Context: an optimization exercise on an open-source flow, tuned for small area. The choices shown serve that exercise and are no tape-out recipe.
Function was checked by simulation only, so behaviour that the tests miss may differ from the original.
Power is estimated from default activity; no workload was simulated.

==> design.v <==
`default_nettype none
package drawPkg;
	localparam int FRAME_WORDS        = 192;
	localparam int SPRITE_STORE_WORDS = 128;
endpackage
`default_nettype wire
`default_nettype none
module drawEngine
(
	input  logic         Clk,
	input  logic         arstN,
	input  logic         loadReq,
	input  logic [2:0]   gameState,
	input  logic         rowReq,
	input  logic [5:0]   rowSel,
	input  logic [2:0]   spriteSel,
	input  logic [15:0]  sramDataIn,
	output logic [24:0]  sramPins,
	output logic         busy,
	output logic         loadDone,
	output logic [63:0]  bgRow,
	output logic         rowValid,
	output logic [255:0] bike
);
	logic       st0;
	logic       kS, kB;
	logic       ceN;
	logic [9:0] addr;
	logic       wv, wv3;
	logic       wvN, wv3N;     
	logic       accept;
	logic       last;
	assign busy     = st0 | ~ceN | wv | wv3;
	assign loadDone = wv3 & ~wv;
	assign accept   = loadReq & ~busy;
	assign last     = addr[9] ? (addr[6:0] == 7'd127) : (addr[7:0] == 8'd191);
	assign sramPins = {ceN, ceN, ceN, ceN, 1'b1, 10'd0, addr};
	always_ff @(posedge Clk)
	begin
		kS <= gameState[2] | gameState[1];
		kB <= (gameState == 3'd1);
	end
	always_ff @(posedge Clk or negedge arstN)
	begin
		if (!arstN)
		begin
			st0  <= 1'b0;
			ceN  <= 1'b1;
			addr <= '0;
			wv   <= 1'b0;
			wv3  <= 1'b0;
			wvN  <= 1'b1;
			wv3N <= 1'b1;
		end
		else
		begin
			st0 <= accept;
			if (st0)
			begin
				ceN  <= 1'b0;
				addr <= {kS, kB, 8'd0};
			end
			else if (!ceN)
			begin
				if (last)
					ceN <= 1'b1;
				else
					addr[7:0] <= addr[7:0] + 8'd1;
			end
			wv   <= ~ceN;
			wv3  <= wv;
			wvN  <= ceN;
			wv3N <= wvN;
		end
	end
	logic [15:0] d2, d3;
	always_ff @(posedge Clk)
	begin
		d2 <= sramDataIn;
		d3 <= d2;
	end
	logic [255:0] dec;
	always_comb
	begin
		dec = '0;
		dec[addr[7:0]] = 1'b1;
	end
	logic [191:0] enF, kpF;
	logic [127:0] enS, kpS;
	logic         wrF, wrS, kpAllF, kpAllS;
	assign wrF    = wv & ~addr[9];
	assign wrS    = wv3 & addr[9];
	assign kpAllF = wvN | addr[9];
	assign kpAllS = wv3N | ~addr[9];
	genvar gi;
	generate
		for (gi = 0; gi < 190; gi++) begin : g_enF
			assign enF[gi] = wrF & dec[gi+1];
			assign kpF[gi] = kpAllF | ~dec[gi+1];
		end
		for (gi = 0; gi < 125; gi++) begin : g_enS
			assign enS[gi] = wrS & dec[gi+2];
			assign kpS[gi] = kpAllS | ~dec[gi+2];
		end
	endgenerate
	assign enF[190] = wrF & dec[191] & ~ceN;
	assign kpF[190] = kpAllF | ~dec[191] | ceN;
	assign enF[191] = wrF & dec[191] &  ceN;
	assign kpF[191] = kpAllF | ~dec[191] | ~ceN;
	assign enS[125] = wrS & dec[127] & ~ceN;
	assign kpS[125] = kpAllS | ~dec[127] | ceN;
	assign enS[126] = wrS & dec[127] &  ceN & wv;
	assign kpS[126] = kpAllS | ~dec[127] | ~ceN | wvN;
	assign enS[127] = wrS & dec[127] & ~wv;
	assign kpS[127] = kpAllS | ~dec[127] | ~wvN;
	logic [7:0] fv;    
	logic [7:0] sv;    
	logic [7:0] svNext;
	always_ff @(posedge Clk or negedge arstN)
	begin
		if (!arstN)
		begin
			fv <= '0;
			sv <= '0;
		end
		else
		begin
			if (wrF && (fv[7:6] != 2'b11))
				fv <= fv + 8'd1;
			sv <= svNext;
		end
	end
	logic [15:0] memF [192];
	logic [15:0] memS [128];
	generate
		for (gi = 0; gi < 192; gi++) begin : g_memF
			always_ff @(posedge Clk)
				memF[gi] <= (memF[gi] & {16{kpF[gi]}}) | (d2 & {16{enF[gi]}});
		end
		for (gi = 0; gi < 128; gi++) begin : g_memS
			always_ff @(posedge Clk)
				memS[gi] <= (memS[gi] & {16{kpS[gi]}}) | (d3 & {16{enS[gi]}});
		end
	endgenerate
	logic [47:0] rowHit;
	always_comb
	begin
		rowHit = '0;
		rowHit[rowSel] = 1'b1;
	end
	logic [63:0] rowMux;
	always_comb
	begin
		rowMux = '0;
		for (int r = 0; r < 48; r++)
			for (int k = 0; k < 4; k++)
				rowMux[k*16 +: 16] = rowMux[k*16 +: 16] | ({16{rowHit[r]}} & memF[4*r+k]);
	end
	logic [3:0] rowVld;
	always_comb
	begin
		for (int k = 0; k < 4; k++)
			rowVld[k] = (rowSel < fv[7:2]) || ((rowSel == fv[7:2]) && (2'(k) < fv[1:0]));
	end
	logic [63:0] bgData;
	logic [3:0]  bgVld;
	always_ff @(posedge Clk)
		if (rowReq) bgData <= rowMux;
	always_ff @(posedge Clk or negedge arstN)
	begin
		if (!arstN)
		begin
			rowValid <= 1'b0;
			bgVld    <= '0;
		end
		else
		begin
			rowValid <= rowReq;
			if (rowReq)
				bgVld <= rowVld;
		end
	end
	generate
		for (gi = 0; gi < 4; gi++) begin : g_bg
			assign bgRow[gi*16 +: 16] = bgData[gi*16 +: 16] & {16{bgVld[gi]}};
		end
	endgenerate
	logic [7:0]  selHit;
	logic [15:0] selVld;
	logic [3:0]  spr;
	assign svNext = (wrS && !sv[7]) ? sv + 8'd1 : sv;
	assign spr    = {1'b0, spriteSel};
	always_ff @(posedge Clk)
		for (int s = 0; s < 8; s++)
			selHit[s] <= (spriteSel == 3'(s));
	always_ff @(posedge Clk or negedge arstN)
	begin
		if (!arstN)
		begin
			selVld <= '0;
		end
		else
		begin
			for (int w = 0; w < 16; w++)
				selVld[w] <= (spr < svNext[7:4]) || ((spr == svNext[7:4]) && (4'(w) < svNext[3:0]));
		end
	end
	logic [127:0] gsel;
	generate
		for (gi = 0; gi < 128; gi++) begin : g_gsel
			assign gsel[gi] = selHit[gi/16] & selVld[gi%16];
		end
	endgenerate
	always_comb
	begin
		bike = '0;
		for (int s = 0; s < 8; s++)
			for (int w = 0; w < 16; w++)
				bike[w*16 +: 16] = bike[w*16 +: 16] | ({16{gsel[16*s+w]}} & memS[16*s+w]);
	end
endmodule
`default_nettype wire
==> flow/run.sh <==
#!/bin/bash
# Standard ORFS layout (the standard.sh, synthesis unchanged) with these
# changes to how the layout is built:
#  - port buffers use the small sky130_fd_sc_hd__buf_1 instead of the
#    default pick (clkdlybuf4s50_1);
#  - clock tree: larger sink clusters driven by clkbuf_8, no dummy loads
#    (fewer, smaller clock buffers; sink slew stays under the limit);
#  - global routing keeps more met1/met2 capacity in reserve (fastroute.tcl).
# Every tool's output is kept in ORFS's per-step logs under orfs/logs, and
# make's own output in flow_make.log here.
set -euo pipefail
cd "$(dirname "$0")/.."
W=$(pwd)
bash standard.sh \
  FASTROUTE_TCL="$W/flow/fastroute.tcl" \
  BUFFER_PORTS_ARGS="-buffer_cell sky130_fd_sc_hd__buf_1" \
  CTS_ARGS="-sink_clustering_enable -repair_clock_nets -dont_use_dummy_load -sink_buffer_max_cap_derate 1.0 -buf_list sky130_fd_sc_hd__clkbuf_8 -sink_clustering_size 14 -sink_clustering_max_diameter 60" \
  finish > flow_make.log 2>&1
==> flow/fastroute.tcl <==
# Global routing layers as the platform sets them, with more capacity held
# back on met1 and met2 so that global routing moves more wiring up to
# met3/met4 and leaves room on met1 for pin access in the dense store.
set_global_routing_layer_adjustment met1 0.45
set_global_routing_layer_adjustment met2 0.35
set_global_routing_layer_adjustment met3-met5 0.2

set_routing_layers -clock $::env(MIN_CLK_ROUTING_LAYER)-$::env(MAX_ROUTING_LAYER)
set_routing_layers -signal $::env(MIN_ROUTING_LAYER)-$::env(MAX_ROUTING_LAYER)
==> standard.sh <==
#!/bin/bash
# synth_recipe.tcl (not shown) runs the flow's synth.tcl, then flattens the netlist and writes it again
# the make line also repeats each setting of config.mk as NAME=value (left out here)
make -C /OpenROAD-flow-scripts/flow DESIGN_CONFIG=/design/flow/config.mk WORK_HOME=/design/flow/orfs CLKGATE_MAP_FILE= SYNTH_SCRIPT=/design/flow/synth_recipe.tcl "${@:-finish}"
==> config.mk <==
export PLATFORM = sky130hd
export DESIGN_NAME = drawEngine
export DESIGN_NICKNAME = drawEngine
export VERILOG_FILES = /design/flow/design.v
export SDC_FILE = /design/flow/constraint.sdc
export NUM_CORES = 4
export LEC_CHECK = 0
export CAP_MARGIN = 20
export CELL_PAD_IN_SITES_DETAIL_PLACEMENT = 1
export CELL_PAD_IN_SITES_GLOBAL_PLACEMENT = 1
export CORE_MARGIN = 2
export CORE_UTILIZATION = 45
export PLACE_DENSITY = 0.6
export SLEW_MARGIN = 20
==> constraint.sdc <==
create_clock -name core_clock -period 5.0 [get_ports {Clk}]
set_input_delay 1.0000 -clock core_clock [delete_from_list [all_inputs] [get_ports {Clk}]]
set_output_delay 1.0000 -clock core_clock [all_outputs]
set_load 0.01 [all_outputs]
==> summary.txt, run 1 <==
Setup path
  – FF-to-FF path depth: 9
  – Crit-path max FO: 15
  – Startpoint Class: flop
  – Req. time, crit path: approximately 4000 ps
  – R2r endpoint: memF[86][7]
  – Critical path type: flop to output pin
  – Reg-to-reg startpoint: addr[0]
  – Crit. End Element: output pin
  – CP Data Arrival Time: 4030 ps
  – Reg2reg setup slack: 10 ps

Detailed routing
  – Final wirelength: 1180000 µm
  – Antenna violation net count after detailed routing: 0
  – Drt drc: 0
  – Routed vias: 185000
  – Iter 0 DRT Violations: 17200
  – Avg WL per Cell: 48.1 µm
  – Via density per instance: 7.55
  – DRT Pass-1 Iters: 8

Worst hold path
  – Hold Crit Class: primary input to flop
  – Hold_sp: rowReq
  – Worst Hold End: bgData[59]
  – Cell count of the worst hold path: 1

Timing
  – Clk_skew: 150 ps
  – Fmax: roughly 200 MHz
  – Min setup slack post-route: -31.5 ps
  – Tightest Pin Transition: around 1400 ps
  – Unrepaired setup endpoints after global routing: no
  – Fin crit share: 101%
  – Crit path time final: 5030 ps
  – Worst slew margin: 6.44%
  – Final Hold Viols: 0
  – Final setup fails: 2
  – Slew Limit Fails: 0
  – Hold_ws: 25.3 ps
  – Setup TNS: -56.3 ps

Synthesis
  – Area contributors post-synth: dfxtp_1, a22o_1, a22oi_1
  – Async set-reset flop share out of synthesis: approximately 1%
  – Mapped Avg Cell Area: 10.8 µm²
  – Number of flops mapped to enable cells by yosys: 64
  – Synth warnings: 3
  – Gate count of the mapped netlist: 18200
  – Distinct cell type count after synthesis: 104
  – Post-Synthesis Cell Area: around 0.2 mm²
  – Cell taking the most area after synthesis: dfxtp_1
  – FF+latch count, synth: between 5000 and 6000
  – Top_reg_cell synth: dfxtp_1
  – Top cell type's share of synthesized area: 52.4%
  – Sequential share of the synthesized area: between 50% and 60%

Run status
  – Status: finished with violations
  – Violated checks: setup timing

Final layout
  – Fin nets: roughly 19000
  – Layout cells sized above 1: approximately an eighth
  – Area growth from synthesis to layout: 11.7%
  – Footprint of the multi-input gates: 0.0838 mm²
  – Register Area: 0.107 mm²
  – Fill cells: 46300

Place
  – Pre-CTS WS: -546 ps
  – I/O Buffers: 368
  – HPWL after DPL: 769000 µm
  – Gpl congestion: 1.10

Clock network
  – Clk pin slew, worst setup/hold paths: approximately 90 ps
  – Clock Sinks: approximately 5300
  – H-tree depth: 5
  – Skew-Pair Late Insertion Delay: 1390 ps
  – TritonCTS buffer count: 482
  – Root Buffer: clkbuf_8
  – Clk buf depth: 4
  – CTS tree: yes

Die
  – Boundary Pins: 380
  – Row cnt: around 240
  – Chip height: around 670 µm
  – Die width: ~670 µm
  – Initial Util: 45.1%
  – Die area: 0.444 mm²
  – CORE AREA: 0.437 mm²

Global route
  – GRT Overall Usage: ~62%
  – First-pass GRT wire length: 1600000 µm
  – Largest net degree at the start of global routing: between 100 and 150
  – Global route overflow: 0
  – Number of global-route vias before repair: roughly 190k
  – Antenna violations before repair: 186

Flow run
  – Maxcap violations: 0

Power
  – Sequential share of power: 56.3%
  – Leakage: 0.0828 µW
  – Clock Power Share: 22.2%
  – Sw Ratio: 33.1%
  – Pwr/cell area: 478 mW/mm²
  – Sw power: 34800 µW
  – Combinational share of power: a little over a fifth
  – P_int: 70400 µW
  – Peak VDD IR: 0.436 mV
  – Design Power: approximately 110000 µW
[stage by stage]
step,utilization (%),instance area [µm²],cells
2_1_floorplan,-,197000,18200
3_3_place_gp,48.6,212000,23700
3_5_place_dp,48.6,213000,23700
4_1_cts,50.2,219000,24200
5_1_grt,50.3,220000,24400
6_report,50.4,220000,24500
[worst max-delay path: stages (launching register included)]
cell	delay, ps
dfrtp_1	740
and2_1	920
a22oi_1	280
nand4_1	180
buf_1	600
[flip-flops by register name, indices dropped and copies added, names as in the netlist, 8 cells and up]
signal,cells
memS,2048
memF,3072
d2,16
selHit,8
bgData,64
addr,10
d3,16
sv,8
selVld,16
fv,8
[metal layers]
layer	part of all wire (%)	vias to the layer above	wire [µm]	GRT usage, %
li1	-	72100	-	-
met1	34	92200	399000	74.7
met2	36	14900	426000	76.1
met3	19	5296	221000	47.2
met4	10	217	122000	48.6
met5	0.79	-	9340	19.5
[area by class of cell]
class | instances | area share, %
antenna | 250 | 0.284
clock buffer | 482 | 3.01
inverter | 35 | 0.0596
multi-input combinational | 10800 | 38.1
sequential | 5279 | 48.4
tap | 5757 | 3.27
timing repair buffer | 1821 | 6.88
[placed cells by master, fill, tap and decap left out, types with 44 or more instances in the layout]
cell type	Yosys	final
nor2_4	3	44
dfrtp_1	50	48
nor3_1	67	53
nand2_1	689	674
nand4_1	374	374
a22o_1	5360	5359
a32oi_1	99	99
buf_12	0	216
and3_1	87	86
a222oi_1	88	88
a22oi_1	1624	1617
o22ai_1	66	61
a21oi_1	143	127
nor4_1	61	53
edfxtp_1	64	64
clkbuf_8	0	482
and2_1	217	211
nor2_1	581	392
mux2i_1	75	75
nor2_2	0	148
dfxtp_1	5162	5122
a221oi_1	159	157
buf_1	100	363
buf_4	34	1208
a31oi_1	44	44
o21ai_0	120	116
a221o_1	64	64
diode_2	0	250
nand3_1	359	357
[synth_stat cells (12+ instances only)]
cell,n
a22o_1,5360
dfxtp_1,5162
a22oi_1,1624
clkbuf_1,1535
nand2_1,689
nor2_1,581
buf_2,391
nand4_1,374
nand3_1,359
and2_1,217
a221oi_1,159
a21oi_1,143
o21ai_0,120
buf_1,100
a32oi_1,99
a222oi_1,88
and3_1,87
mux2i_1,75
nor3_1,67
o22ai_1,66
a221o_1,64
edfxtp_1,64
nor4_1,61
dfrtp_1,50
a31oi_1,44
a2111oi_0,41
o211ai_1,41
buf_4,34
or4_1,34
inv_1,32
o2bb2ai_1,32
a32o_1,29
ha_1,22
a211oi_1,21
and4_1,20
a2bb2oi_1,15
xnor2_1,15
o2111ai_1,14
or3_1,13
nor2b_1,12
[worst max path at each step]
stage,startpoint,endpoint,slack [ps]
global placement,rowSel[0],bgData[22],-1560
global route,selVld[13],bike[208],6
floorplan,rowSel[0],bgData[5],770
CTS,selHit[6],bike[14],30
finish,selVld[13],bike[210],-30
detailed placement,rowSel[0],bgData[43],-550
[power by group through the flow]
stage	clock [µW]	sequential (µW)	combinational [µW]
after floorplan	0	57000	13000
final	23400	59200	22700
after CTS	23300	58800	21500
after detailed placement	0	59500	21400
after global placement	0	59500	20800
after global routing	24800	60000	23500
[cell families (layout without fill, tap and decap cells)]
| group | after synthesis | count (layout) | synth area share (%) |
|---|---|---|---|
| adder cells (fa/ha/maj) | 22 | 22 | 0.140 |
| XOR/XNOR | 24 | 24 | 0.107 |
| AO/OA/AOI/OAI | 8094 | 8094 | 34.4 |
| other | 2 | 261 | 0.00381 |
| AND/OR/NAND/NOR | 2601 | 2601 | 6.55 |
| multiplexers | 85 | 85 | 0.461 |
| flip-flops | 5279 | 5279 | 54.0 |
| buffers and inverters | 2099 | 2338 | 4.32 |
[what timing repair did]
item / 4_1_cts / 5_1_grt
gates resized for setup: 1 / 1
hold endpoints to repair: 52 / 0
endpoints found under the setup margin: 3 / 26
hold buffers: 18 / 0
buffers inserted: 0 / 0
==> inputs of run 2 (changes only) <==
--- a/design.v
+++ b/design.v
@@ -28,5 +28,4 @@
 	logic [9:0] addr;
 	logic       wv, wv3;
-	logic       wvN, wv3N;     
 	logic       accept;
 	logic       last;
@@ -50,6 +49,4 @@
 			wv   <= 1'b0;
 			wv3  <= 1'b0;
-			wvN  <= 1'b1;
-			wv3N <= 1'b1;
 		end
 		else
@@ -68,8 +65,6 @@
 					addr[7:0] <= addr[7:0] + 8'd1;
 			end
-			wv   <= ~ceN;
-			wv3  <= wv;
-			wvN  <= ceN;
-			wv3N <= wvN;
+			wv  <= ~ceN;
+			wv3 <= wv;
 		end
 	end
@@ -86,32 +81,23 @@
 		dec[addr[7:0]] = 1'b1;
 	end
-	logic [191:0] enF, kpF;
-	logic [127:0] enS, kpS;
-	logic         wrF, wrS, kpAllF, kpAllS;
-	assign wrF    = wv & ~addr[9];
-	assign wrS    = wv3 & addr[9];
-	assign kpAllF = wvN | addr[9];
-	assign kpAllS = wv3N | ~addr[9];
+	logic [191:0] enF;
+	logic [127:0] enS;
+	logic         wrF, wrS;
+	assign wrF = wv & ~addr[9];
+	assign wrS = wv3 & addr[9];
 	genvar gi;
 	generate
 		for (gi = 0; gi < 190; gi++) begin : g_enF
 			assign enF[gi] = wrF & dec[gi+1];
-			assign kpF[gi] = kpAllF | ~dec[gi+1];
 		end
 		for (gi = 0; gi < 125; gi++) begin : g_enS
 			assign enS[gi] = wrS & dec[gi+2];
-			assign kpS[gi] = kpAllS | ~dec[gi+2];
 		end
 	endgenerate
 	assign enF[190] = wrF & dec[191] & ~ceN;
-	assign kpF[190] = kpAllF | ~dec[191] | ceN;
 	assign enF[191] = wrF & dec[191] &  ceN;
-	assign kpF[191] = kpAllF | ~dec[191] | ~ceN;
 	assign enS[125] = wrS & dec[127] & ~ceN;
-	assign kpS[125] = kpAllS | ~dec[127] | ceN;
 	assign enS[126] = wrS & dec[127] &  ceN & wv;
-	assign kpS[126] = kpAllS | ~dec[127] | ~ceN | wvN;
 	assign enS[127] = wrS & dec[127] & ~wv;
-	assign kpS[127] = kpAllS | ~dec[127] | ~wvN;
 	logic [7:0] fv;    
 	logic [7:0] sv;    
@@ -136,9 +122,9 @@
 		for (gi = 0; gi < 192; gi++) begin : g_memF
 			always_ff @(posedge Clk)
-				memF[gi] <= (memF[gi] & {16{kpF[gi]}}) | (d2 & {16{enF[gi]}});
+				if (enF[gi]) memF[gi] <= d2;
 		end
 		for (gi = 0; gi < 128; gi++) begin : g_memS
 			always_ff @(posedge Clk)
-				memS[gi] <= (memS[gi] & {16{kpS[gi]}}) | (d3 & {16{enS[gi]}});
+				if (enS[gi]) memS[gi] <= d3;
 		end
 	endgenerate
==> flow/fastroute.tcl (replaced) <==
# Global routing layers as the platform sets them, with more capacity held
# back on met1 and met2 so that global routing moves more wiring up to
# met3/met4 and leaves room on met1 for pin access in the dense store.
set_global_routing_layer_adjustment met1 0.6
set_global_routing_layer_adjustment met2 0.45
set_global_routing_layer_adjustment met3-met5 0.15

set_routing_layers -clock $::env(MIN_CLK_ROUTING_LAYER)-$::env(MAX_ROUTING_LAYER)
set_routing_layers -signal $::env(MIN_ROUTING_LAYER)-$::env(MAX_ROUTING_LAYER)
==> run 2 against run 1 <==
Compared with the run above:
- now clean on timing, DRC and antenna
- sequential power down 15%
- wire length down 31%
- combinational power down 56%
- clock skew down 2.3 ps
- clock power down 6%
- sequential share of layout area up 23 points
- die area down 0.40%
- first-iteration DRC count down 47%
- design area down 0.19%
- global-route usage down 14 points
- register-to-register slack better by 750 ps
- utilization up 0.22 points
- largest cell class unchanged
- highest routed layer unchanged
==> summary.txt, run 2 <==
Setup path
  – Startpoint Class: flop
  – Reg-to-reg startpoint: addr[0]
  – Reg2reg setup slack: 760 ps
  – Crit-path max FO: 16
  – CP bufs+invs: 2
  – Req. time, crit path: 4000 ps
  – Critical path's slowest cell: and2_1
  – Worst path cell trace: buf_4 -> and2_1 -> a22oi_1 -> nand4_1 -> buf_1
  – Crit-path max cell delay: 750 ps
  – Critical path type: flop to output pin
  – CP Data Arrival Time: ~3800 ps
  – CP top delay family: simple AND/OR/NAND/NOR gates
  – R2r endpoint: memF[189][14]
  – FF-to-FF path depth: 8
  – Crit. End Element: output pin

Detailed routing
  – Iter 0 DRT Violations: 9019
  – Drt drc: 0
  – Routed vias: ~120k
  – Via density per instance: about 6.7
  – DRT Pass-1 Iters: 9
  – Final wirelength: between 800000 and 900000 µm
  – Avg WL per Cell: about 44 µm
  – Antenna violation net count after detailed routing: 0

Global route
  – Number of global-route vias before repair: 135000
  – First-pass GRT wire length: 1100000 µm
  – Largest net degree at the start of global routing: approximately 170
  – Global route overflow: 0
  – Antenna violations before repair: roughly 100
  – GRT Overall Usage: around 48%

Final layout
  – Final Cell Area: roughly 0.22 mm²
  – Leading registers by flop count: memF: 3072 flops, memS: 2048 flops, bgData: 64 flops
  – Final non-filler cell total: 18200
  – Fin nets: 12500
  – Area growth from synthesis to layout: 11.9%
  – Reg with most FFs: memF
  – Most frequent cells in the layout: edfxtp_1, a22oi_1, buf_4
  – Max reg flops: between 3000 and 4000
  – Layout cells sized above 1: 16.0%
  – Commonest non-fill, non-tap cell in the layout: edfxtp_1

Power
  – Pwr/cell area: 376 mW/mm²
  – Design Power: 82700 µW
  – Leakage: 0.0664 µW
  – Clock Power Share: about a quarter
  – Sw Ratio: 27.1%
  – Sw power: between 20000 and 25000 µW
  – Sequential share of power: 61.1%
  – Combinational share of power: 12.2%
  – Peak VDD IR: 0.287 mV
  – P_int: 60200 µW

Synthesis
  – Async set-reset flop share out of synthesis: 0.966%
  – Post-Synthesis Cell Area: 0.196 mm²
  – Gate count of the mapped netlist: about 11000
  – Sequential share of the synthesized area: between 80% and 90%
  – Cell taking the most area after synthesis: edfxtp_1
  – FF+latch count, synth: 5277
  – Top cells by count, synth: edfxtp_1, a22oi_1, clkbuf_1, nor2_1, nand4_1
  – Synth warnings: 3
  – Top_reg_cell synth: edfxtp_1
  – Number of flops mapped to enable cells by yosys: between 5000 and 6000
  – Distinct cell type count after synthesis: 92
  – Most common cell in the netlist: edfxtp_1
  – Top cell type's share of synthesized area: 79.3%
  – Area contributors post-synth: edfxtp_1, a22oi_1, clkbuf_1
  – Mapped Avg Cell Area: approximately 17 µm²

Clock network
  – Clk pin slew, worst setup/hold paths: 80 ps
  – Root Buffer: clkbuf_8
  – Skew-Pair Late Insertion Delay: 1300 ps
  – Clock Sinks: 5277
  – H-tree depth: 5
  – TritonCTS buffer count: 468
  – Clk buf depth: 4
  – CTS tree: yes
  – Setup bufs post-CTS: 0

Flow run
  – Maxcap violations: 0

Worst hold path
  – Hold_sp: spriteSel[0]
  – Cell count of the worst hold path: 3
  – Hold Crit Class: primary input to flop
  – Worst Hold End: selHit[3]

Timing
  – Final setup fails: 0
  – Slew Limit Fails: 0
  – Worst slew margin: between 10 and 15%
  – Tightest Pin Transition: 1280 ps
  – Unrepaired setup endpoints after global routing: no
  – Crit path time final: about 4800 ps
  – Final Hold Viols: 0
  – Clk_skew: between 100 and 150 ps
  – Fin crit share: between 90% and 100%
  – Fmax: 208 MHz

Place
  – HPWL after DPL: approximately 510000 µm
  – Dpl cell area: approximately 0.21 mm²
  – Gpl congestion: 1.00
  – Placed Cells: roughly 18000
  – I/O Buffers: 368

Die
  – Die area: 0.442 mm²
  – Chip height: 665 µm
  – Row cnt: around 240
  – Initial Util: between 40% and 50%
  – CORE AREA: 0.435 mm²
  – Boundary Pins: 380
  – Die width: 665 µm

Run status
  – Status: finished clean
-- run 2: changes by cell type in the layout (fill, tap and decap cells not counted), sizes merged, moves of 205 or more --
| cell | change |
|---|---|
| a22o | -5160 |
| edfxtp | +5120 |
| buf | -396 |
| dfxtp | -5120 |
| nand3 | -205 |
| nand2 | -349 |
-- run 2: timing repair --
| action | in CTS | in global routing |
|---|---|---|
| hold buffers | 19 | 0 |
| hold endpoints to repair | 32 | 0 |
| setup endpoints to repair | 0 | 6 |
| gates resized for setup | 0 | 2 |
-- run 2: area by class of cell --
| type | instances | area (µm²) |
|---|---|---|
| tap | 5734 | 7170 |
| timing repair buffer | 1426 | 11200 |
| fill | 40000 | 215000 |
| multi-input combinational | 5194 | 36700 |
| sequential | 5277 | 158000 |
| clock buffer | 468 | 6440 |
| inverter | 35 | 131 |
| antenna | 104 | 260 |
-- run 2: logic make-up (layout without fill, tap and decap cells) --
kind of cell | after synthesis | after routing | share of synthesized area [%]
AO/OA/AOI/OAI | 3174 | 3174 | 12.2
XOR/XNOR | 29 | 29 | 0.129
adder cells (fa/ha/maj) | 22 | 22 | 0.140
buffers and inverters | 877 | 1929 | 1.77
flip-flops | 5277 | 5277 | 80.3
multiplexers | 68 | 68 | 0.354
other | 2 | 115 | 0.00382
AND/OR/NAND/NOR | 1890 | 1890 | 5.04
-- run 2: power groups by stage --
stage	Combinational, µW	Sequential [µW]	Clock [µW]
floorplan	3860	51400	0
global placement	9750	51400	0
detailed placement	9890	51500	0
CTS	9930	50500	22500
global route	10600	50600	23700
finish	10100	50500	22100
-- run 2: per-stage QoR --
step / setup TNS [ps] / util, % / setup slack, ps / hold WS, ps
floorplan: 0 / - / 1050 / 419
global placement: -7130 / 49.0 / -473 / 443
detailed placement: -1040 / 49.0 / -243 / 470
CTS: 0 / 50.5 / 38.9 / 10.6
global route: 0 / 50.6 / 7.97 / 92.3
finish: 0 / 50.6 / 187 / 119
-- run 2: worst max path at each step --
| stage | start | to | slack (ps) | cells past startpoint |
|---|---|---|---|---|
| finish | selHit[4] | bike[48] | 190 | 5 |
| global placement | rowSel[0] | bgData[58] | -470 | 13 |
| detailed placement | rowSel[0] | bgData[56] | -240 | 14 |
| floorplan | rowSel[0] | bgData[59] | 1050 | 12 |
| global route | selHit[0] | bike[7] | 8 | 5 |
| CTS | selHit[4] | bike[148] | 40 | 5 |
-- run 2: layer usage --
| metal | track usage [%] | up-vias | routed length, µm | part of all wire [%] |
|---|---|---|---|---|
| li1 | - | 48900 | - | - |
| met1 | 67.6 | 60000 | 245000 | 30 |
| met2 | 66.7 | 8935 | 317000 | 39 |
| met3 | 32.4 | 3503 | 148000 | 18 |
| met4 | 36.1 | 106 | 94500 | 12 |
| met5 | 4.41 | - | 2990 | 0.37 |
-- run 2: worst register-to-register path, delay by kind of cell (launching register included) --
family | cells | cell delay, ps
DFF | 1 | 510
AOI/OAI and AO/OA | 1 | 580
buffers and inverters | 3 | 1010
and+or+nand+nor | 3 | 1380
adders and majority gates | 1 | 380
==> inputs of run 3 (changes only) <==
--- a/design.v
+++ b/design.v
@@ -136,10 +136,26 @@
 	end
 	logic [63:0] rowMux;
-	always_comb
-	begin
-		rowMux = '0;
-		for (int r = 0; r < 48; r++)
-			for (int k = 0; k < 4; k++)
-				rowMux[k*16 +: 16] = rowMux[k*16 +: 16] | ({16{rowHit[r]}} & memF[4*r+k]);
+	logic [15:0] rowGrpN [4][16];
+	genvar gk, gg;
+	generate
+		for (gk = 0; gk < 4; gk++) begin : g_rk
+			for (gg = 0; gg < 16; gg++) begin : g_rg
+				aoi3x16 i_aoi (
+					.s0 (rowHit[3*gg]),   .d0 (memF[4*(3*gg)+gk]),
+					.s1 (rowHit[3*gg+1]), .d1 (memF[4*(3*gg+1)+gk]),
+					.s2 (rowHit[3*gg+2]), .d2 (memF[4*(3*gg+2)+gk]),
+					.yN (rowGrpN[gk][gg])
+				);
+			end
+		end
+	endgenerate
+	always_comb
+	begin
+		for (int k = 0; k < 4; k++)
+		begin
+			rowMux[k*16 +: 16] = '0;
+			for (int g = 0; g < 16; g++)
+				rowMux[k*16 +: 16] = rowMux[k*16 +: 16] | ~rowGrpN[k][g];
+		end
 	end
 	logic [3:0] rowVld;
@@ -198,11 +214,32 @@
 		end
 	endgenerate
-	always_comb
-	begin
-		bike = '0;
-		for (int s = 0; s < 8; s++)
-			for (int w = 0; w < 16; w++)
-				bike[w*16 +: 16] = bike[w*16 +: 16] | ({16{gsel[16*s+w]}} & memS[16*s+w]);
-	end
+	generate
+		for (gk = 0; gk < 16; gk++) begin : g_bw
+			logic [15:0] gA, gB;
+			aoi3x16 i_a (
+				.s0 (gsel[0*16+gk]), .d0 (memS[0*16+gk]),
+				.s1 (gsel[1*16+gk]), .d1 (memS[1*16+gk]),
+				.s2 (gsel[2*16+gk]), .d2 (memS[2*16+gk]),
+				.yN (gA)
+			);
+			aoi3x16 i_b (
+				.s0 (gsel[3*16+gk]), .d0 (memS[3*16+gk]),
+				.s1 (gsel[4*16+gk]), .d1 (memS[4*16+gk]),
+				.s2 (gsel[5*16+gk]), .d2 (memS[5*16+gk]),
+				.yN (gB)
+			);
+			assign bike[gk*16 +: 16] = ~(gA & gB) |
+			                           ({16{gsel[6*16+gk]}} & memS[6*16+gk]) |
+			                           ({16{gsel[7*16+gk]}} & memS[7*16+gk]);
+		end
+	endgenerate
+endmodule
+module aoi3x16
+(
+	input  logic        s0, s1, s2,
+	input  logic [15:0] d0, d1, d2,
+	output logic [15:0] yN
+);
+	assign yN = ~(({16{s0}} & d0) | ({16{s1}} & d1) | ({16{s2}} & d2));
 endmodule
 `default_nettype wire
--- a/flow/run.sh
+++ b/flow/run.sh
@@ -6,7 +6,4 @@
 #  - clock tree: larger sink clusters driven by clkbuf_8, no dummy loads
 #    (fewer, smaller clock buffers; sink slew stays under the limit);
-#  - global routing keeps more met1/met2 capacity in reserve (fastroute.tcl).
-# Every tool's output is kept in ORFS's per-step logs under orfs/logs, and
-# make's own output in flow_make.log here.
 set -euo pipefail
 cd "$(dirname "$0")/.."
--- a/config.mk
+++ b/config.mk
@@ -13,2 +13,4 @@
 export PLACE_DENSITY = 0.6
 export SLEW_MARGIN = 20
+export SYNTH_HIERARCHICAL = 1
+export SYNTH_MINIMUM_KEEP_SIZE = 0
==> run 3 against run 2 <==
Compared with the run above:
- first-iteration DRC count rose by 28%
- highest routed layer unchanged
- critical endpoint is now bike[99]
- area after synthesis fell by 4.7%
- register-to-register slack barely moved
- utilization fell by 0.77 points
- power fell by 2.7%
- critical path depth did not move
- sequential cell count did not move
- combinational power fell by 15%
- design area fell by 6.2%
==> summary.txt, run 3 <==
Die
  – Initial Util: between 40% and 50%
  – Row cnt: 236
  – Die area: between 0.4 and 0.5 mm²
  – Boundary Pins: 380
  – Die width: 649 µm
  – Chip height: 649 µm
  – CORE AREA: 0.414 mm²

Timing
  – Slew Limit Fails: 0
  – Final Hold Viols: 0
  – Final setup fails: 0
  – Clk_skew: 109 ps
  – Tightest Pin Transition: 1220 ps
  – Fin crit share: 94.8%
  – Worst slew margin: 18.5%
  – Fmax: 211 MHz
  – Crit path time final: 4740 ps
  – Min setup slack post-route: 260 ps
  – Hold_ws: 177 ps
  – Unrepaired setup endpoints after global routing: no
  – Setup TNS: 0 ps

Synthesis
  – Top cell type's share of synthesized area: 83.1%
  – Simple-gate share of the synthesized area: 4.01%
  – Multiplexer area fraction after synthesis: 0.0287%
  – Compound-Gate Fraction of Synth Area: 9.52%
  – Sequential share of the synthesized area: between 80% and 90%
  – FF+latch count, synth: 5277
  – Mapped Avg Cell Area: 20.7 µm²
  – Fraction of the mapped netlist area in adder cells: less than 1%
  – Top cells by count, synth: edfxtp_1, a222oi_1, nand3_1, nand4_1, a22oi_1
  – Combinational family with the most area after synthesis: compound AO/OA/AOI/OAI gates
  – Most common cell in the netlist: edfxtp_1
  – Post-Synthesis Cell Area: 0.187 mm²
  – Number of flops mapped to enable cells by yosys: 5184
  – Post-synthesis xor/xnor area fraction: less than 1%
  – Async set-reset flop share out of synthesis: 0.966%
  – Area contributors post-synth: edfxtp_1, a222oi_1, buf_6
  – Cell taking the most area after synthesis: edfxtp_1
  – Gate count of the mapped netlist: 9061
  – Synth warnings: 12
  – Top_reg_cell synth: edfxtp_1
  – Distinct cell type count after synthesis: 75

Clock network
  – Post_cts resized: 0
  – Clock Sinks: 5277
  – Root Buffer: clkbuf_8
  – TritonCTS buffer count: between 400 and 500
  – Skew-Pair Late Insertion Delay: 1210 ps
  – CTS tree: yes
  – CTS Hold Buffers Added: 22
  – H-tree depth: 5
  – Clk pin slew, worst setup/hold paths: 80 ps
  – Clk buf depth: 4
  – Setup bufs post-CTS: 0

Global route
  – Antenna violations before repair: 40
  – Largest net degree at the start of global routing: between 150 and 200
  – GRT Overall Usage: 36.9%
  – First-pass GRT wire length: 835000 µm
  – Global route overflow: 0
  – Number of global-route vias before repair: 113000

Final layout
  – Area growth from synthesis to layout: 10.1%
  – Final non-filler cell total: 15600
  – Leading registers by flop count: memF: 3072 flops, memS: 2048 flops, bgData: 64 flops
  – Most frequent cells in the layout: edfxtp_1, a222oi_1, buf_4
  – Layout cells sized above 1: 15.0%
  – Commonest non-fill, non-tap cell in the layout: edfxtp_1
  – Max reg flops: 3072
  – Fin nets: 10200
  – Reg with most FFs: memF

Detailed routing
  – Avg WL per Cell: 38.0 µm
  – DRT Pass-1 Iters: 13
  – Via density per instance: about 6.6
  – Iter 0 DRT Violations: approximately 12000
  – Routed vias: roughly 100k
  – Antenna violation net count after detailed routing: 0
  – Drt drc: 0
  – Final wirelength: around 590000 µm

Setup path
  – Worst path cell trace: buf_4 -> and2_1 -> a222oi_1 -> nand3_1 -> buf_1
  – CP bufs+invs: 2
  – Crit-path max cell delay: 770 ps
  – Critical path's slowest cell: a222oi_1
  – Crit. End Element: output pin
  – Reg2reg setup slack: 760 ps
  – Req. time, crit path: 4000 ps
  – Crit-path max FO: 16
  – CP Data Arrival Time: 3740 ps
  – Startpoint Class: flop
  – Critical path type: flop to output pin
  – CP top delay family: simple AND/OR/NAND/NOR gates

Place
  – Placed Cells: 15100
  – Pre-CTS WS: -207 ps
  – Gpl congestion: 0.895
  – I/O Buffers: 368
  – HPWL after DPL: 361000 µm

Flow run
  – Maxcap violations: 0

Power
  – Pwr/cell area: just under 400 mW/mm²
  – Leakage: ~0.063 µW
  – Peak VDD IR: 0.574 mV

Run status
  – Status: finished clean

Worst hold path
  – Hold Crit Class: primary input to flop
-- run 3: through the flow --
step / cell area, µm² / util [%] / total power, µW
after global routing: 206000 / 49.8 / 83000
after detailed placement: 200000 / 48.2 / 60100
after global placement: 199000 / 48.2 / 59900
after floorplan: 187000 / - / 54800
final: 206000 / 49.8 / 80400
after CTS: 206000 / 49.8 / 81000
-- run 3: cell families after synthesis --
kind of cell / after synthesis
AOI/OAI and AO/OA: 1866
xor gates and xnor gates: 24
adders and majority gates: 22
buffers and inverters: 506
DFF: 5277
muxes: 5
other: 2
and+or+nand+nor: 1359
-- run 3: layout make-up --
type / instances / area (µm²)
fillers: 37100 / 208000
diodes: 30 / 75.1
flip-flops and latches: 5277 / 158000
repair buffers: 1082 / 7710
clock buffers: 451 / 6210
multi-input cells: 3287 / 27300
well taps: 5474 / 6850
inverters: 33 / 124
-- run 3: worst register-to-register path, cell delays in order, from the launching register on --
cell	delay [ps]
dfrtp_2	570
nor4_2	900
nand4_1	320
o21ai_1	490
nand2_4	440
buf_4	430
nor3_2	350
buf_4	360
-- run 3: power by group --
part / switching (µW) / internal [µW] / leakage [µW] / total, µW
Sequential: 913 / 49600 / 0.0477 / 50500
Clock: 13300 / 7990 / 0.00324 / 21300
Combinational: 6770 / 1860 / 0.0120 / 8630
Total: 21000 / 59500 / 0.0629 / 80400
-- run 3: path summary, 6_finish.rpt --
kind / cells after the start / to / startpoint
max in group asynchronous: 3 / fv[5] / arstN
hold reg to reg: 1 / addr[9] / kS
min in group asynchronous: 2 / selVld[15] / arstN
setup reg to reg: 7 / memF[69][3] / addr[5]
setup / recovery: 5 / bike[99] / selHit[0]
hold / removal: 3 / selHit[5] / spriteSel[0]
-- run 3: per-layer routing --
layer / part of all wire, % / up-vias / GRT usage (%)
li1: - / 42200 / -
met1: 32 / 51900 / 57.7
met2: 42 / 6338 / 56.1
met3: 16 / 1950 / 20.6
met4: 9.6 / 32 / 21.9
met5: 0.050 / - / 0
-- run 3: modules after synthesis (local to each module, per instance) --
module / flops+latches / times used / cell area, µm² / cells
aoi3x16: 0 / 96 / 188 / 19
drawEngine: 5277 / 1 / 169000 / 7237
==> inputs of run 4 (changes only) <==
--- a/flow/run.sh
+++ b/flow/run.sh
@@ -12,4 +12,4 @@
   FASTROUTE_TCL="$W/flow/fastroute.tcl" \
   BUFFER_PORTS_ARGS="-buffer_cell sky130_fd_sc_hd__buf_1" \
-  CTS_ARGS="-sink_clustering_enable -repair_clock_nets -dont_use_dummy_load -sink_buffer_max_cap_derate 1.0 -buf_list sky130_fd_sc_hd__clkbuf_8 -sink_clustering_size 14 -sink_clustering_max_diameter 60" \
+  CTS_ARGS="-sink_clustering_enable -repair_clock_nets -dont_use_dummy_load -sink_buffer_max_cap_derate 1.0 -buf_list sky130_fd_sc_hd__clkbuf_8 -sink_clustering_size 16 -sink_clustering_max_diameter 60" \
   finish > flow_make.log 2>&1
==> run 4 against run 3 <==
Compared with the run above:
- power shrank 0.57%
- non-clock buffer count shrank 1
- first-iteration DRC count grew 3.3%
- fmax fell by 1.2%
- design area is 0.13% lower
- register-to-register slack better by 60 ps
- worst setup slack worse by 55 ps
- largest cell class unchanged
- clock power is 2% lower
- area after synthesis unchanged
==> summary.txt, run 4 <==
Detailed routing
  – Drt drc: 0
  – Final wirelength: around 600000 µm
  – Antenna violation net count after detailed routing: 0
  – DRT Pass-1 Iters: 8
  – Avg WL per Cell: roughly 38 µm
  – Routed vias: approximately 100k
  – Iter 0 DRT Violations: 11900
  – Via density per instance: about 6.6

Power
  – Pwr/cell area: 388 mW/mm²
  – Sw Ratio: between 20% and 30%
  – Leakage: 0.0627 µW
  – Combinational share of power: 10.8%
  – Peak VDD IR: 0.553 mV
  – Sw power: 20800 µW
  – P_int: 59100 µW
  – Sequential share of power: between 60% and 70%
  – Clock Power Share: 26.0%

Setup path
  – CP Launch Point: selHit[4]
  – Crit-path max FO: 16
  – CP top delay family: simple AND/OR/NAND/NOR gates
  – CP bufs+invs: 2
  – Critical path's slowest cell: and2_1
  – Startpoint Class: flop
  – Crit. End Element: output pin
  – Reg-to-reg startpoint: addr[5]
  – CP Data Arrival Time: 3800 ps
  – Crit-path max cell delay: between 600 and 700 ps
  – Req. time, crit path: 4000 ps
  – Worst path cell trace: buf_4 -> and2_1 -> a222oi_1 -> nand3_1 -> buf_1
  – Critical path type: flop to output pin

Die
  – Die width: 649 µm
  – Die area: around 0.42 mm²
  – Chip height: 649 µm
  – Row cnt: ~240
  – CORE AREA: 0.414 mm²
  – Initial Util: 45.3%
  – Boundary Pins: 380

Timing
  – Final Hold Viols: 0
  – Crit path time final: between 4000 and 5000 ps
  – Setup TNS: 0 ps
  – Fmax: about 210 MHz
  – Tightest Pin Transition: 1250 ps
  – Clk_skew: about 140 ps
  – Slew Limit Fails: 0
  – Final setup fails: 0
  – Worst slew margin: 16.9%
  – Fin crit share: 95.9%
  – Unrepaired setup endpoints after global routing: no

Synthesis
  – Mapped Avg Cell Area: 20.7 µm²
  – Async set-reset flop share out of synthesis: less than 1%
  – Area contributors post-synth: edfxtp_1, a222oi_1, buf_6
  – Most common cell in the netlist: edfxtp_1
  – Number of flops mapped to enable cells by yosys: 5184
  – Post-Synthesis Cell Area: 0.187 mm²
  – Synth warnings: 12
  – Top cell type's share of synthesized area: just over 80%
  – Gate count of the mapped netlist: 9061
  – Top_reg_cell synth: edfxtp_1
  – Cell taking the most area after synthesis: edfxtp_1
  – Top cells by count, synth: edfxtp_1, a222oi_1, nand3_1, nand4_1, a22oi_1
  – Sequential share of the synthesized area: 84.3%
  – Distinct cell type count after synthesis: between 70 and 80
  – FF+latch count, synth: 5277

Place
  – Gpl congestion: 0.895
  – I/O Buffers: about 370
  – HPWL after DPL: 361000 µm

Final layout
  – Max reg flops: roughly 3000
  – Reg with most FFs: memF
  – Leading registers by flop count: memF: 3072 flops, memS: 2048 flops, bgData: 64 flops
  – Commonest non-fill, non-tap cell in the layout: edfxtp_1
  – Area growth from synthesis to layout: 9.97%
  – Finished Core Util: 49.8%
  – Fin nets: ~10000
  – Layout cells sized above 1: 14.9%
  – Most frequent cells in the layout: edfxtp_1, a222oi_1, buf_4

Clock network
  – Root Buffer: clkbuf_8
  – CTS tree: yes
  – Clk buf depth: 4
  – Skew-Pair Late Insertion Delay: 1230 ps
  – Clk pin slew, worst setup/hold paths: around 100 ps
  – H-tree depth: 5
  – Setup bufs post-CTS: 0
  – Clock Sinks: 5277
  – Post_cts resized: 0
  – TritonCTS buffer count: between 400 and 500

Global route
  – Number of global-route vias before repair: about 110k
  – GRT Overall Usage: between 30% and 40%
  – First-pass GRT wire length: 834000 µm
  – Largest net degree at the start of global routing: around 190
  – Antenna violations before repair: 52
  – Global route overflow: 0

Worst hold path
  – Hold_sp: spriteSel[0]
  – Hold Crit Class: primary input to flop

Flow run
  – Maxcap violations: 0

Run status
  – Status: finished clean
[run 4: cell counts after synthesis]
No cell type changed its count.
[run 4: kinds of logic (layout without fill, tap and decap cells)]
| kind of cell | after synthesis | count (layout) | synth area share [%] |
|---|---|---|---|
| flip-flops | 5277 | 5277 | 84.3 |
| AO/OA/AOI/OAI | 1866 | 1866 | 9.52 |
| buffers and inverters | 506 | 1545 | 1.90 |
| other | 2 | 43 | 0.00401 |
| AND/OR/NAND/NOR | 1359 | 1359 | 4.01 |
| XOR/XNOR | 24 | 24 | 0.112 |
| multiplexers | 5 | 5 | 0.0287 |
| adder cells (fa/ha/maj) | 22 | 22 | 0.147 |
[run 4: what timing repair did]
item                                   CTS  global route
hold buffers                            22             0
setup endpoints to repair                0             0
endpoints found under the hold margin   55             0
[run 4: final cells by class]
type                            count  area (µm²)
Multi-Input combinational cell   3287       27300
Timing Repair Buffer             1081        7700
Inverter                           33         124
Fill cell                       37100      208000
Sequential cell                  5277      158000
Tap cell                         5474        6850
Clock buffer                      431        5930
Antenna cell                       32        80.1
[run 4: worst paths after layout]
path,end,slack (ps),depth (start not counted)
worst max-delay path,bike[103],200,5
worst min-delay path,selHit[5],160,3
worst max register to register,memF[69][3],820,7
worst min register to register,addr[9],460,1
max in group asynchronous,addr[5],3390,3
min in group asynchronous,selVld[11],590,2
[run 4: per-layer routing]
metal | global-route usage [%] | wire length (µm) | share of wire [%] | vias to the layer above
met5 | 0 | 287 | 0.048 | -
met4 | 21.8 | 57000 | 9.6 | 46
met3 | 20.5 | 96800 | 16 | 2012
met2 | 56.0 | 248000 | 42 | 6326
met1 | 57.7 | 191000 | 32 | 51800
li1 | - | - | - | 42100
[run 4: power groups by stage]
stage               combinational [µW]  sequential [µW]  clock (µW)
finish                            8650            50500       20800
CTS                               8580            50600       21300
detailed placement                8550            51600           0
global route                      9180            50700       22600
floorplan                         3500            51300           0
global placement                  8390            51500           0
[run 4: per-stage QoR]
stage	std cells	power, µW	area (µm²)	hold slack [ps]	setup slack (ps)
4_1_cts	15600	80500	206000	56.8	133
6_report	15600	80000	206000	165	204
5_1_grt	15600	82500	206000	139	45.8
3_3_place_gp	15100	59900	199000	443	-54.6
2_1_floorplan	9070	54800	187000	439	199
3_5_place_dp	15100	60100	200000	460	-207
[run 4: tightest hold or removal path, cell delays in order]
cell and delay (ps):
buf_1 170, nand2_1 100, nor2_1 40
[run 4: per-module statistics from Yosys, one instance, submodules excluded]
| module | flops+latches | cells inside |
|---|---|---|
| aoi3x16 | 0 | 19 |
| drawEngine | 5277 | 7237 |

[afterwards: timing with drivers on the ports]
The results above use ideal ports. As a check the final layouts listed here were re-extracted and re-timed, cells and wires unchanged.
Step 1 (the two cells are an assumption about what drives the block):
set clk [get_ports {Clk}]
set_driving_cell -lib_cell sky130_fd_sc_hd__clkbuf_16 $clk
set_driving_cell -lib_cell sky130_fd_sc_hd__buf_2 [delete_from_list [all_inputs] $clk]
Step 2 adds t to the input delays and takes it off the output delays; t is the mean of the earliest and latest rising clock arrival at the registers after step 1. Input paths then give back, and output paths get back, about the clock's delay inside the block.
a / b / c = no drivers / after step 1 / after step 2; a / b = the first two.
| run | shift t [ns] | setup WS [ns] | hold WS [ns] | worst setup path after step 2 | worst slew at a driven data input, ns |
|---|---|---|---|---|---|
| run 1 | 1.452 | -0.032 / -0.170 / -0.988 | 0.025 / -0.074 / 0.399 | input to register | 0.14 |
| run 2 | 1.349 | 0.187 / 0.065 / -0.508 | 0.119 / 0.094 / 0.475 | input to register | 0.16 |
| run 3 | 1.266 | 0.260 / 0.155 / -0.146 | 0.177 / 0.162 / 0.464 | input to register | 0.13 |
| run 4 | 1.280 | 0.204 / 0.087 / -0.137 | 0.165 / 0.130 / 0.464 | input to register | 0.12 |
Met with ideal ports but missed after step 2: setup timing in run 2, run 3 and run 4. The setup slack of run 1, which loses most, moves by -0.138 ns with the drivers and by -0.956 ns with both steps.
